This design comes from an exercise in tuning for a short achievable clock period and few clock cycles on the open sky130 flow, not from production work. In this exercise RTL edits were held to simulation tests only and were not proved equivalent to the original. Power figures rest on the tool's default switching activity, not on a simulated workload.

== trial 3 ==
==> flow/design.v (excerpt) <==
module processor (
    input  logic           clock,
    input  logic           rstN,
    output cpuPkg::wordT   addressImem,
    input  cpuPkg::wordT   qImem,
    output cpuPkg::wordT   addressDmem,
    output cpuPkg::wordT   data,
    output logic           wren,
    input  cpuPkg::wordT   qDmem,
    output logic           ctrlWriteEnable,
    output cpuPkg::regIdxT ctrlWriteReg,
    output cpuPkg::regIdxT ctrlReadRegA,
    output cpuPkg::regIdxT ctrlReadRegB,
    output cpuPkg::wordT   dataWriteReg,
    input  cpuPkg::wordT   dataReadRegA,
    input  cpuPkg::wordT   dataReadRegB
);
Settings: LEC_CHECK=0, CAP_MARGIN=20, CELL_PAD_IN_SITES_DETAIL_PLACEMENT=1, CELL_PAD_IN_SITES_GLOBAL_PLACEMENT=2, CORE_MARGIN=2, CORE_UTILIZATION=30, PLACE_DENSITY=0.45, SETUP_SLACK_MARGIN=4.5, SLEW_MARGIN=20, SYNTH_HIERARCHICAL=1, TNS_END_PERCENT=100; clock period 8.0 ns.
standard.sh (not shown) runs the stock make flow with config.mk's settings and CLKGATE_MAP_FILE= SYNTH_SCRIPT=/design/flow/synth_recipe.tcl, a recipe that flattens the netlist after the stock synthesis.
==> flow/flow/run.sh <==
#!/bin/bash
# Standard layout (the standard.sh, standard synthesis unchanged) with two
# changes: the port buffers use buf_6 instead of the smallest buffer the
# resizer picks by default, and timing repair may change a cell's footprint
# (sizing across cell variants). Every tool's output goes to flow_make.log
# here; ORFS keeps its per-step logs under orfs/logs.
set -euo pipefail
bash standard.sh MATCH_CELL_FOOTPRINT=0 "BUFFER_PORTS_ARGS=-buffer_cell sky130_fd_sc_hd__buf_6" finish > flow_make.log 2>&1
Testbench counts of trial 3, summed over its fixed seeds: cycles 16,498.
## Diff of input files: build 91 against trial 3
==> flow/run.sh (new file) <==
#!/bin/bash
# synth_recipe.tcl (not shown) runs the flow's synth.tcl, then flattens the netlist and writes it again
# the make line also repeats each setting of config.mk as NAME=value (left out here)
make -C /OpenROAD-flow-scripts/flow DESIGN_CONFIG=/design/flow/config.mk WORK_HOME=/design/flow/orfs CLKGATE_MAP_FILE= SYNTH_SCRIPT=/design/flow/synth_recipe.tcl finish
removed: flow/flow/run.sh
removed: flow/standard.sh
Between trial 3 and build 91, the met1 layer usage reported by global route is lower for trial 3. Going from trial 3 to build 91, the fraction of the cycle the final worst path needs was found to have gone up by 2.9 points. Going from trial 3 to build 91, routed metal-1 wire length picked up an extra about 2.2%; total power of the final layout picked up an extra 2.1%; final instance area picked up an extra 920 um^2; average detailed-routed wire length per instance picked up an extra 1.9%; logic depth of the worst register-to-register path picked up an extra 1. Build 91 has total net switching power above what trial 3 had.

Setup of 12-11:
Another version of the RTL of processor (not shown whole).
Size: ~280 I/O pins, about 57000 um^2 of cells after synthesis.
## processor
module processor (
    input  logic           clock,
    input  logic           rstN,
    output cpuPkg::wordT   addressImem,
    input  cpuPkg::wordT   qImem,
    output cpuPkg::wordT   addressDmem,
    output cpuPkg::wordT   data,
    output logic           wren,
    input  cpuPkg::wordT   qDmem,
    output logic           ctrlWriteEnable,
    output cpuPkg::regIdxT ctrlWriteReg,
    output cpuPkg::regIdxT ctrlReadRegA,
    output cpuPkg::regIdxT ctrlReadRegB,
    output cpuPkg::wordT   dataWriteReg,
    input  cpuPkg::wordT   dataReadRegA,
    input  cpuPkg::wordT   dataReadRegB
);
clock: 8.0 ns
lec_check: 0
cap_margin: 20
cell_pad_in_sites_detail_placement: 1
cell_pad_in_sites_global_placement: 2
core_margin: 2
core_utilization: 30
place_density: 0.4
setup_slack_margin: 5.0
slew_margin: 20
synth_hierarchical: 1
tns_end_percent: 100
==> flow/flow/run.sh <==
#!/bin/bash
# Standard layout (the standard.sh, standard synthesis unchanged) with two
# changes: the port buffers use buf_6 instead of the smallest buffer the
# resizer picks by default, and timing repair may change a cell's footprint
# (sizing across cell variants). Every tool's output goes to flow_make.log
# here; ORFS keeps its per-step logs under orfs/logs.
set -euo pipefail
bash standard.sh MATCH_CELL_FOOTPRINT=0 "BUFFER_PORTS_ARGS=-buffer_cell sky130_fd_sc_hd__buf_6" finish > flow_make.log 2>&1
12-11 completed end to end with timing, DRC and antenna clean.
Testbench counts of 12-11, summed over its fixed seeds: cycles 16,852.
Relative to 12-11, the following input files were edited for 12-21:
Settings: PLACE_DENSITY changed from 0.4 to 0.45.
Findings:
- In terms of fraction of area in registers, 12-11 and 12-21 differ only marginally.
- Diff 12-21..12-11 | total length of routed met3 wires | unchanged
- Diff 12-11 -> 12-21: cell area ~0 delta, number of iterations in the first detailed-routing pass essentially unchanged, via count has remained practically unchanged.
- Power: 12-21 vs 12-11 identical
- Changes observed in 12-21 relative to 12-11: count of inverters other than clock inverters in the layout barely changed; count of antenna diodes in the layout about even; count of boundary I/O pins barely changed.
- As far as tap cell instance count goes, 12-21 and 12-11 are indistinguishable; the numbers are identical.
- As far as via count normalized by instance count goes, 12-11 and 12-21 are indistinguishable; the numbers are identical.

Another version of the RTL of processor (not shown whole).
For scale: ~0.057 mm^2 of cells after synthesis.
Settings: LEC_CHECK=0, CAP_MARGIN=20, CELL_PAD_IN_SITES_DETAIL_PLACEMENT=1, CELL_PAD_IN_SITES_GLOBAL_PLACEMENT=2, CORE_MARGIN=2, CORE_UTILIZATION=35, PLACE_DENSITY=0.55, SETUP_SLACK_MARGIN=5.0, SLEW_MARGIN=20, SYNTH_HIERARCHICAL=1, TNS_END_PERCENT=25; clock period 8.0 ns.
Scripts as last shown in full above: flow/flow/run.sh
Testbench counts at the start, summed over its fixed seeds: cycles 16,852.
Then changed:
CORE_UTILIZATION = 30   (was 35)
PLACE_DENSITY = 0.45   (was 0.55)
The new run passed the timing, design-rule and antenna checks.
Routed wire length went up by 7.5%.
Flip-flop and latch count is unchanged.
Hold slack loses 41 ps.
Synthesized cell count does not change.
Cell count climbs by 4.8%.
Non-clock buffer count is higher by 52.
Die area goes up by 16%.
Then changed:
TNS_END_PERCENT = 100   (was 25)
What happened: Via count came out higher by about 1.2%; cell count increases by 1.0%; global-route usage is higher by 0.25 points; final area came out higher by about 2.7%; worst setup slack improves by 35 ps; total power rises by 2.1%; sequential share of layout area fell by 0.55 points.

==> re-timing with driven ports <==
The flow's constraints put no driver on any port. The routed layouts listed below were extracted and timed again, unchanged, in two steps. Step 1, drivers: a clkbuf_16 drives clock and a buf_2 each remaining input, both assumed. Step 2, shift: input delay + t, output delay - t, t = (earliest + latest rising clock arrival at the registers) / 2. This alone moves slack from input paths to output paths. Three values: no drivers, after step 1, after step 2; two values: the first two.
| run | t (ns) | setup WS [ns] | hold slack, ns | slew at the worst register clock pin (ns) | worst slew at a driven data input, ns |
|---|---|---|---|---|---|
| trial 3 | 0.811 | 4.353 / 4.310 / 3.992 | 0.486 / 0.486 / 0.486 | 0.07 / 0.07 | 0.20 |
| build 91 | 0.838 | 4.119 / 4.016 / 3.527 | 0.467 / 0.467 / 0.467 | 0.07 / 0.07 | 0.18 |
| 12-11 | 0.826 | 4.823 / 4.823 / 4.098 | 0.455 / 0.455 / 0.455 | 0.07 / 0.07 | 0.12 |
| 12-21 | 0.826 | 4.823 / 4.823 / 4.098 | 0.455 / 0.455 / 0.455 | 0.07 / 0.07 | 0.12 |
| the first run of note 3 | 0.804 | 4.661 / 4.661 / 4.047 | 0.483 / 0.483 / 0.483 | 0.07 / 0.07 | 0.08 |
| the second run of note 3 | 0.833 | 4.723 / 4.723 / 4.016 | 0.441 / 0.441 / 0.441 | 0.07 / 0.07 | 0.08 |
| the third run of note 3 | 0.839 | 4.758 / 4.758 / 4.083 | 0.476 / 0.476 / 0.476 | 0.07 / 0.07 | 0.11 |
After both steps every run listed still meets setup and hold.
